This design comes from an exercise in tuning for a short achievable clock period and few clock cycles on the open sky130 flow, not from production work. Function was checked by simulation only, so behaviour that the tests miss may differ from the original. No activity file was given, so power comes from the tool's default toggle rates.

### flow/design.v
`default_nettype none
package icache_pkg;
   localparam int unsigned NB_CORES   = 4;
   localparam int unsigned NB_REQ     = NB_CORES + 1;            
   localparam int unsigned ADDR_W     = 32;
   localparam int unsigned LINE_W     = 128;
   localparam int unsigned AXI_DATA_W = 64;
   localparam int unsigned NB_BEATS   = LINE_W / AXI_DATA_W;     
   localparam int unsigned OFFSET_W   = 4;                       
   localparam int unsigned SET_W      = 5;
   localparam int unsigned NB_SETS    = 32;
   localparam int unsigned TAG_W      = ADDR_W - SET_W - OFFSET_W;
   localparam int unsigned REQ_IDX_W  = $clog2(NB_REQ);
   localparam int unsigned CORE_IDX_W = $clog2(NB_CORES);
   localparam int unsigned BEAT_IDX_W = $clog2(NB_BEATS);
   typedef logic [ADDR_W-1:0]     addr_t;
   typedef logic [LINE_W-1:0]     line_t;
   typedef logic [AXI_DATA_W-1:0] beat_t;
   typedef logic [SET_W-1:0]      set_idx_t;
   typedef logic [TAG_W-1:0]      tag_t;
   typedef logic [NB_CORES-1:0]   core_vec_t;
   typedef logic [REQ_IDX_W-1:0]  req_idx_t;    
   typedef logic [CORE_IDX_W-1:0] core_idx_t;
   typedef logic [BEAT_IDX_W-1:0] beat_idx_t;
   typedef struct packed {
      logic valid;
      tag_t tag;
   } tag_entry_t;
   localparam req_idx_t PF_IDX = req_idx_t'(NB_REQ - 1);    
   typedef enum logic [2:0] {
      IDLE,
      LOOKUP,
      AR_REQ,
      WAIT_R,
      FLUSH
   } ctrl_state_t;
endpackage
`default_nettype wire
`default_nettype none
module shared_icache
(
   input  wire                    clk,
   input  wire                    reset_i,
   input  icache_pkg::core_vec_t              fetch_req_i,
   input  icache_pkg::addr_t [icache_pkg::NB_CORES-1:0]   fetch_addr_i,
   output icache_pkg::core_vec_t              fetch_gnt_o,
   output icache_pkg::core_vec_t              fetch_rvalid_o,
   output icache_pkg::line_t                  fetch_rdata_o,
   input  wire                    pf_req_i,
   input  icache_pkg::addr_t                  pf_addr_i,
   output logic                   pf_gnt_o,
   output logic                   pf_done_o,
   input  wire                    flush_i,
   output logic                   flush_ack_o,
   output logic                   ar_valid_o,
   output icache_pkg::addr_t                  ar_addr_o,
   input  wire                    ar_ready_i,
   input  wire                    r_valid_i,
   input  icache_pkg::beat_t                  r_data_i,
   input  wire                    r_last_i
);
   localparam int NC    = icache_pkg::NB_CORES;
   localparam int LA_W  = icache_pkg::ADDR_W - icache_pkg::OFFSET_W;    
   localparam int SET_W = icache_pkg::SET_W;
   localparam int TAG_W = icache_pkg::TAG_W;
   localparam int NS    = icache_pkg::NB_SETS;
   localparam int LW    = icache_pkg::LINE_W;
   localparam int QN    = 8;       
   localparam int QP_W  = 4;       
   localparam int PF_MAX = 4;      
   typedef logic [LA_W-1:0] laddr_t;
   logic [NC-1:0] prio_q [NC];
   logic [NC-1:0] prio_d [NC];
   logic [NC-1:0] gnt;
   logic          pf_gnt;
   always_comb begin
      for (int i = 0; i < NC; i++) gnt[i] = fetch_req_i[i] & ~|(fetch_req_i & prio_q[i]);
   end
   assign pf_gnt      = pf_req_i & ~|fetch_req_i;
   assign fetch_gnt_o = gnt;
   assign pf_gnt_o    = pf_gnt;
   always_comb begin
      for (int i = 0; i < NC; i++) begin
         prio_d[i] = prio_q[i];
         if (|gnt) begin
            prio_d[i] = '0;
            for (int c = 0; c < NC; c++)
               for (int j = 0; j < NC; j++)
                  if (gnt[c] && (((j - c - 1) & (NC - 1)) < ((i - c - 1) & (NC - 1))))
                     prio_d[i][j] = 1'b1;
         end
      end
   end
   always_ff @(posedge clk) begin
      for (int i = 0; i < NC; i++) begin
         if (reset_i) begin
            for (int j = 0; j < NC; j++) prio_q[i][j] <= (j < i);
         end else begin
            prio_q[i] <= prio_d[i];
         end
      end
   end
   logic              lk_v_q;
   logic [NC:0]       lk_oh_q;         
   laddr_t            lk_addr_q;
   laddr_t            lk_addr_d;
   always_comb begin
      lk_addr_d = pf_addr_i[icache_pkg::ADDR_W-1:icache_pkg::OFFSET_W] & {LA_W{pf_gnt}};
      for (int c = 0; c < NC; c++)
         lk_addr_d |= fetch_addr_i[c][icache_pkg::ADDR_W-1:icache_pkg::OFFSET_W] & {LA_W{gnt[c]}};
   end
   always_ff @(posedge clk) begin
      if (reset_i) begin
         lk_v_q  <= 1'b0;
      end else begin
         lk_v_q  <= |gnt | pf_gnt;
      end
      lk_oh_q   <= {pf_gnt, gnt};
      lk_addr_q <= lk_addr_d;
   end
   logic [NS-1:0]    valid_q;
   logic [TAG_W-1:0] tag_q  [NS];
   logic [LW-1:0]    data_q [NS];
   logic [SET_W-1:0] lk_set;
   logic [TAG_W-1:0] lk_tag;
   logic             lk_hit;
   logic [LW-1:0]    lk_data;
   assign lk_set  = lk_addr_q[SET_W-1:0];
   assign lk_tag  = lk_addr_q[LA_W-1:SET_W];
   assign lk_hit  = valid_q[lk_set] & (tag_q[lk_set] == lk_tag);
   assign lk_data = data_q[lk_set];
   laddr_t            q_addr  [QN];
   logic [NC:0]       q_oh    [QN];
   logic [QN-1:0]     q_stale;
   logic [QP_W-1:0]   wr_ptr_q, ar_ptr_q, ret_ptr_q;
   logic              ar_v_q;
   laddr_t            ar_a_q;
   logic [63:0]       hold_q;
   logic              push, acc, fill;
   logic [QP_W-1:0]   wr_ptr_d, ar_ptr_d, ret_ptr_d;
   logic [QP_W-1:0]   in_flight;
   logic [2:0]        ret_i;
   laddr_t            f_addr;
   logic [NC:0]       f_oh;
   logic              f_stale;
   logic [LW-1:0]     f_line;
   assign in_flight = wr_ptr_q - ret_ptr_q;
   assign push      = lk_v_q & ~lk_hit & (~lk_oh_q[NC] | (in_flight < QP_W'(PF_MAX)));
   assign acc       = ar_v_q & ar_ready_i;
   assign fill      = r_valid_i & r_last_i;
   assign wr_ptr_d  = wr_ptr_q + QP_W'(push);
   assign ar_ptr_d  = ar_ptr_q + QP_W'(acc);
   assign ret_ptr_d = ret_ptr_q + QP_W'(fill);
   assign ret_i     = ret_ptr_q[2:0];
   assign f_addr    = q_addr[ret_i];
   assign f_oh      = q_oh[ret_i];
   assign f_stale   = q_stale[ret_i];
   assign f_line    = {r_data_i, hold_q};
   always_ff @(posedge clk) begin
      if (reset_i) begin
         wr_ptr_q  <= '0;
         ar_ptr_q  <= '0;
         ret_ptr_q <= '0;
         ar_v_q    <= 1'b0;
      end else begin
         wr_ptr_q  <= wr_ptr_d;
         ar_ptr_q  <= ar_ptr_d;
         ret_ptr_q <= ret_ptr_d;
         ar_v_q    <= (ar_ptr_d != wr_ptr_d);
      end
      ar_a_q <= (ar_ptr_d == wr_ptr_q) ? lk_addr_q : q_addr[ar_ptr_d[2:0]];
      if (push) begin
         q_addr[wr_ptr_q[2:0]] <= lk_addr_q;
         q_oh[wr_ptr_q[2:0]]   <= lk_oh_q;
      end
      if (r_valid_i && !r_last_i) hold_q <= r_data_i;
   end
   always_ff @(posedge clk) begin
      for (int e = 0; e < QN; e++) begin
         if (push && wr_ptr_q[2:0] == 3'(e))
            q_stale[e] <= 1'b0;
         else if (flush_i && (QP_W'(3'(3'(e) - ret_ptr_q[2:0])) < QP_W'(ar_ptr_q - ret_ptr_q)))
            q_stale[e] <= 1'b1;
      end
   end
   always_ff @(posedge clk) begin
      if (reset_i || flush_i) begin
         valid_q <= '0;
      end else if (fill && !f_stale) begin
         valid_q[f_addr[SET_W-1:0]] <= 1'b1;
      end
      if (fill && !f_stale) begin
         tag_q[f_addr[SET_W-1:0]]  <= f_addr[LA_W-1:SET_W];
         data_q[f_addr[SET_W-1:0]] <= f_line;
      end
   end
   logic [NC-1:0] pend_q;             
   logic [LW-1:0] buf_q [NC];
   logic [NC-1:0] rv_q;
   logic [LW-1:0] rd_q;
   logic          pfd_q;
   logic          fa_q;
   logic [NC-1:0] psel;               
   logic [NC-1:0] fcore;              
   logic [NC-1:0] khit;               
   logic          pend_any;
   always_comb begin
      psel = '0;
      for (int c = NC - 1; c >= 0; c--) if (pend_q[c]) psel = NC'(1) << c;
   end
   assign pend_any = |pend_q;
   logic [LW-1:0] pbuf;
   always_comb begin
      pbuf = '0;
      for (int c = 0; c < NC; c++) pbuf |= buf_q[c] & {LW{psel[c]}};
   end
   assign fcore    = f_oh[NC-1:0] & {NC{fill}};
   assign khit     = lk_oh_q[NC-1:0] & {NC{lk_v_q & lk_hit}};
   always_ff @(posedge clk) begin
      if (reset_i) begin
         pend_q <= '0;
         rv_q   <= '0;
         pfd_q  <= 1'b0;
         fa_q   <= 1'b0;
      end else begin
         pfd_q <= pf_gnt;
         fa_q  <= flush_i;
         if (pend_any) begin
            rv_q   <= psel;
            pend_q <= (pend_q & ~psel) | fcore | khit;
         end else if (|fcore) begin
            rv_q   <= fcore;
            pend_q <= khit;
         end else begin
            rv_q   <= khit;
         end
      end
      if (pend_any) begin
         rd_q <= pbuf;
      end else if (|fcore) begin
         rd_q <= f_line;
      end else begin
         rd_q <= lk_data;
      end
      for (int c = 0; c < NC; c++) begin
         if (fcore[c])                      buf_q[c] <= f_line;
         else if (lk_v_q && lk_oh_q[c])     buf_q[c] <= lk_data;
      end
   end
   assign fetch_rvalid_o = rv_q;
   assign fetch_rdata_o  = rd_q;
   assign pf_done_o      = pfd_q;
   assign flush_ack_o    = fa_q;
   assign ar_valid_o     = ar_v_q;
   assign ar_addr_o      = {ar_a_q, {icache_pkg::OFFSET_W{1'b0}}};
endmodule
`default_nettype wire
### flow/run.sh
#!/bin/bash
# synth_recipe.tcl (not shown) runs the flow's synth.tcl, then flattens the netlist and writes it again
# the make line also repeats each setting of config.mk as NAME=value (left out here)
make -C /OpenROAD-flow-scripts/flow DESIGN_CONFIG=/design/flow/config.mk WORK_HOME=/design/flow/orfs CLKGATE_MAP_FILE= SYNTH_SCRIPT=/design/flow/synth_recipe.tcl finish
### flow/config.mk
export PLATFORM = sky130hd
export DESIGN_NAME = shared_icache
export DESIGN_NICKNAME = shared_icache
export VERILOG_FILES = /design/flow/design.v
export SDC_FILE = /design/flow/constraint.sdc
export NUM_CORES = 4
export LEC_CHECK = 0
export CAP_MARGIN = 20
export CORE_MARGIN = 2
export CORE_UTILIZATION = 45
export SLEW_MARGIN = 20
### flow/constraint.sdc
create_clock -name core_clock -period 7.0 [get_ports {clk}]
set_input_delay 1.4000 -clock core_clock [delete_from_list [all_inputs] [get_ports {clk}]]
set_output_delay 1.4000 -clock core_clock [all_outputs]
set_load 0.01 [all_outputs]
==> notes.md <==
outcome complete, no violations; met2 Use GR 41.6%; global-route wire length before repair 926 mm; kind of critical path reg2reg; PD cells 315 nW/µm²; worst-margin pin slew 1.33 ns; Starting Density a little under half; gpl congestion 0.837; vias per cell ~6.3; Cell Area, Synth 232000 µm²; critical path capture point type register; synthesized-area fraction occupied by xor and xnor cells 0.151%; clock root cell clkbuf_16; Setup TNS 0 ns; Worst Setup Start Kind register; r2r startpoint lk_addr_q[0]$_DFF_P_; reg2reg end ar_v_q$_SDFF_PP0_; Max Clock Skew 0.0625 ns; core area 513000 µm²; drt drc 0; largest family of logic cells by synthesized area multiplexers; cells after synthesis 10800; CP Data Required Time between 7 and 8 ns; leakage 83.8 nW; Clock Sinks 5929; worst vdd rail ir drop 0.298 mV; Total Wirelength 662 mm; CTS resizes 0; Clock Path Buffers 4; detailed-route via count 119000; layout cells sized above 1 28.5%; layout net count 11900; Post-synth ARST share 0%; initial antenna violation count 26; Critical Path Start lk_addr_q[0]$_DFF_P_; number of buffers created by CTS 611; area grow syn2layout 14.8%; WL/cell between 30 and 40 µm; Int Pwr approximately 63 mW; relative slew slack 11.6%; # setup viols final 0; CTS tree yes; drt pass-1 iters 9; Port Buf Inserts 382; count leader, synth edfxtp_1; post-synth top area cell edfxtp_1; count of different cell masters after synthesis 70; post-synth top area share 73.4%; Yosys reg bits 5929; Logic pwr share 13.5%; switch share 24.4%; Area contributors post-synth edfxtp_1, mux4_2, mux2_2, dfxtp_1, mux2i_1; Peak Freq about 180 MHz; adder-cell share of the synthesized area 0.163%; reg2reg path depth 16; sequential fraction of design power 49.0%; Hold Crit Class reg2reg; HPWL after detailed placement 349 mm; met1 usage between 30% and 40%; Min Clock Period, post-route 5.43 ns; Post-CTS Hold Buffers 0; clock latency (worst-skew pair) approximately 1.1 ns; syn avg cell area 21.4 µm²; post-synthesis mux area share 18.7%; Seq/Total Area, Yosys 75.7%; complex-gate fraction of the synthesized area 2.26%; RSZ-0062 raised after global routing no; number of synthesized flops with an enable pin 5664; die height 722 µm; final slew viol count 0; Post-CTS Setup Bufs 0; Final Hold Fails 0; M3 GR Usage 3.59%; synth cell count leaders edfxtp_1, mux4_2, nand2_1, mux2_2, clkbuf_1; clock power share 37.5%; DIE WIDTH 722 µm; Rows 263; Total GRT Usage 25.1%; Worst EP arrival 6.38 ns; IO Count 407; fin crit share 77.5%; switching pwr 20.5 mW; vias in the first global route between 100k and 150k; main flop type after synthesis edfxtp_1; Setup crit end ar_v_q$_SDFF_PP0_; Finished Cell Area 266000 µm²; gr busiest metal met2; Worst-path clk slew around 0.06 ns; Yosys warning total 4; Worst Path Max Fanout 33; Die Area 521000 µm²; DR iter-0 viols 15900; largest net degree at the start of global routing 160; Synth Area in Simple Gates 1.86%; max_cap viols 0; CTS H-tree lvls 6; flop2flop setup slack ~1.6 ns; dpl cell area 247000 µm²; global route total overflow 0; final antenna-violating net count 0
==> per-stage QoR <==
step | power [mW] | cells | worst slack, ns | util (%) | hold WS [ns]
5_1_grt | 86.4 | 18900 | 1.31 | 51.9 | 0.484
6_report | 83.9 | 18900 | 1.57 | 51.9 | 0.467
4_1_cts | 84.4 | 18900 | 1.52 | 51.8 | 0.467
3_3_place_gp | 52.9 | 17800 | 1.43 | 48.1 | 0.441
2_1_floorplan | 48.7 | 10800 | -0.883 | - | 0.423
3_5_place_dp | 53.2 | 17800 | 1.43 | 48.1 | 0.453
==> how the worst min path moves through the flow <==
stage | start | to | slack, ns | depth (start not counted)
6_report | q_stale[6]$_SDFFE_PP0P_ | q_stale[6]$_SDFFE_PP0P_ | 0.47 | 1
5_1_grt | q_stale[6]$_SDFFE_PP0P_ | q_stale[6]$_SDFFE_PP0P_ | 0.48 | 1
4_1_cts | valid_q[18]$_SDFFE_PP0P_ | valid_q[18]$_SDFFE_PP0P_ | 0.47 | 2
3_5_place_dp | valid_q[18]$_SDFFE_PP0P_ | valid_q[18]$_SDFFE_PP0P_ | 0.45 | 2
3_3_place_gp | q_stale[1]$_SDFFE_PP0P_ | q_stale[1]$_SDFFE_PP0P_ | 0.44 | 1
2_1_floorplan | prio_q[2][0]$_SDFFE_PP1P_ | prio_q[2][0]$_SDFFE_PP1P_ | 0.42 | 2
==> per-layer routing <==
layer  share of wire, %  vias to the layer above
li1                   -                    47000
met4                2.6                        2
met3                8.3                      932
met2                 49                     5965
met5             0.0021                        -
met1                 40                    64600
==> registers in the layout, summed over array words and instances, names as in the netlist, 5 cells and up <==
name,count
tag_q,736
rd_q,128
valid_q,32
lk_oh_q,5
buf_q,512
hold_q,64
prio_q,12
data_q,4096
ar_a_q,28
lk_addr_q,28
q_oh,32
q_addr,224
q_stale,8
==> logic make-up (layout without fill, tap and decap cells) <==
logic type,count (synthesis),in the layout
simple gates,1026,1026
buf+inv,654,1961
other cells,1,33
flops,5929,5929
xor+xnor,40,40
fa+ha+maj,29,29
compound gates,784,784
mux,2356,2356
==> layout by cell type (no fill, tap or decap), types with 33 or more instances in the layout <==
master and instances:
edfxtp_1 5664, mux4_2 1523, nand2_1 629, clkbuf_16 621
mux2_2 525, clkdlybuf4s50_1 369, buf_4 319, mux2i_1 307
a22oi_1 269, dfxtp_1 256, o21ai_0 214, nor2_1 163
clkbuf_1 156, buf_12 125, clkinv_1 107, clkinv_2 103
a21oi_1 99, a221oi_1 62, nor2_4 43, nand3_1 35
bufinv_16 33
==> worst max-delay path: stages, from the launching register on <==
cell and delay, ns:
dfxtp_4 0.67, buf_4 0.42, buf_4 0.60, mux4_2 0.63, a32oi_1 0.22, and3_1 0.24
nand3_1 0.16, xnor2_1 0.31, o2111a_1 0.25, nand4_1 0.27, nor3b_4 0.43, nor2_1 0.08
ha_1 0.22, ha_1 0.20, xnor2_1 0.21, xor2_1 0.18, a41oi_1 0.12
==> final cells by class <==
cell class	count	area, µm²
clock inverter	302	2740
timing repair buffer	841	8900
clock buffer	797	16400
inverter	21	86.3
antenna	29	72.6
multi-input combinational	4239	54100
fill	39300	247000
sequential	5929	175000
tap	6757	8450
==> power groups by stage <==
stage	logic, mW	clock network (mW)	registers, mW
3_5_place_dp	11.4	0	41.9
2_1_floorplan	6.89	0	41.8
3_3_place_gp	11.1	0	41.8
4_1_cts	11.4	31.9	41.1
5_1_grt	12.0	33.2	41.2
6_report	11.3	31.4	41.1
Testbench counts, summed over its fixed seeds: cycles 11,128.

[re-timing with driven ports]
The flow's constraints put no driver on any port. The routed layout listed below was extracted and timed again, unchanged, in two steps.
Step 1 (the two cells are an assumption about what drives the block):
set clk [get_ports {clk}]
set_driving_cell -lib_cell sky130_fd_sc_hd__clkbuf_16 $clk
set_driving_cell -lib_cell sky130_fd_sc_hd__buf_2 [delete_from_list [all_inputs] $clk]
Step 2 times the ports against the registers' clock, not the clock port: input delays grow and output delays shrink by t, the midpoint of the rising clock arrivals with the driver on.
a / b / c = ideal ports / drivers / drivers and shift; a / b = the first two.
t, ns: 1.195
slack for setup (ns): 1.573 / 1.573 / 1.366
worst data-port slew with drivers (ns): 0.19
After both steps this run still meets setup and hold. For this run, drivers alone change the setup slack by 0.000 ns; drivers and shift together by -0.207 ns.
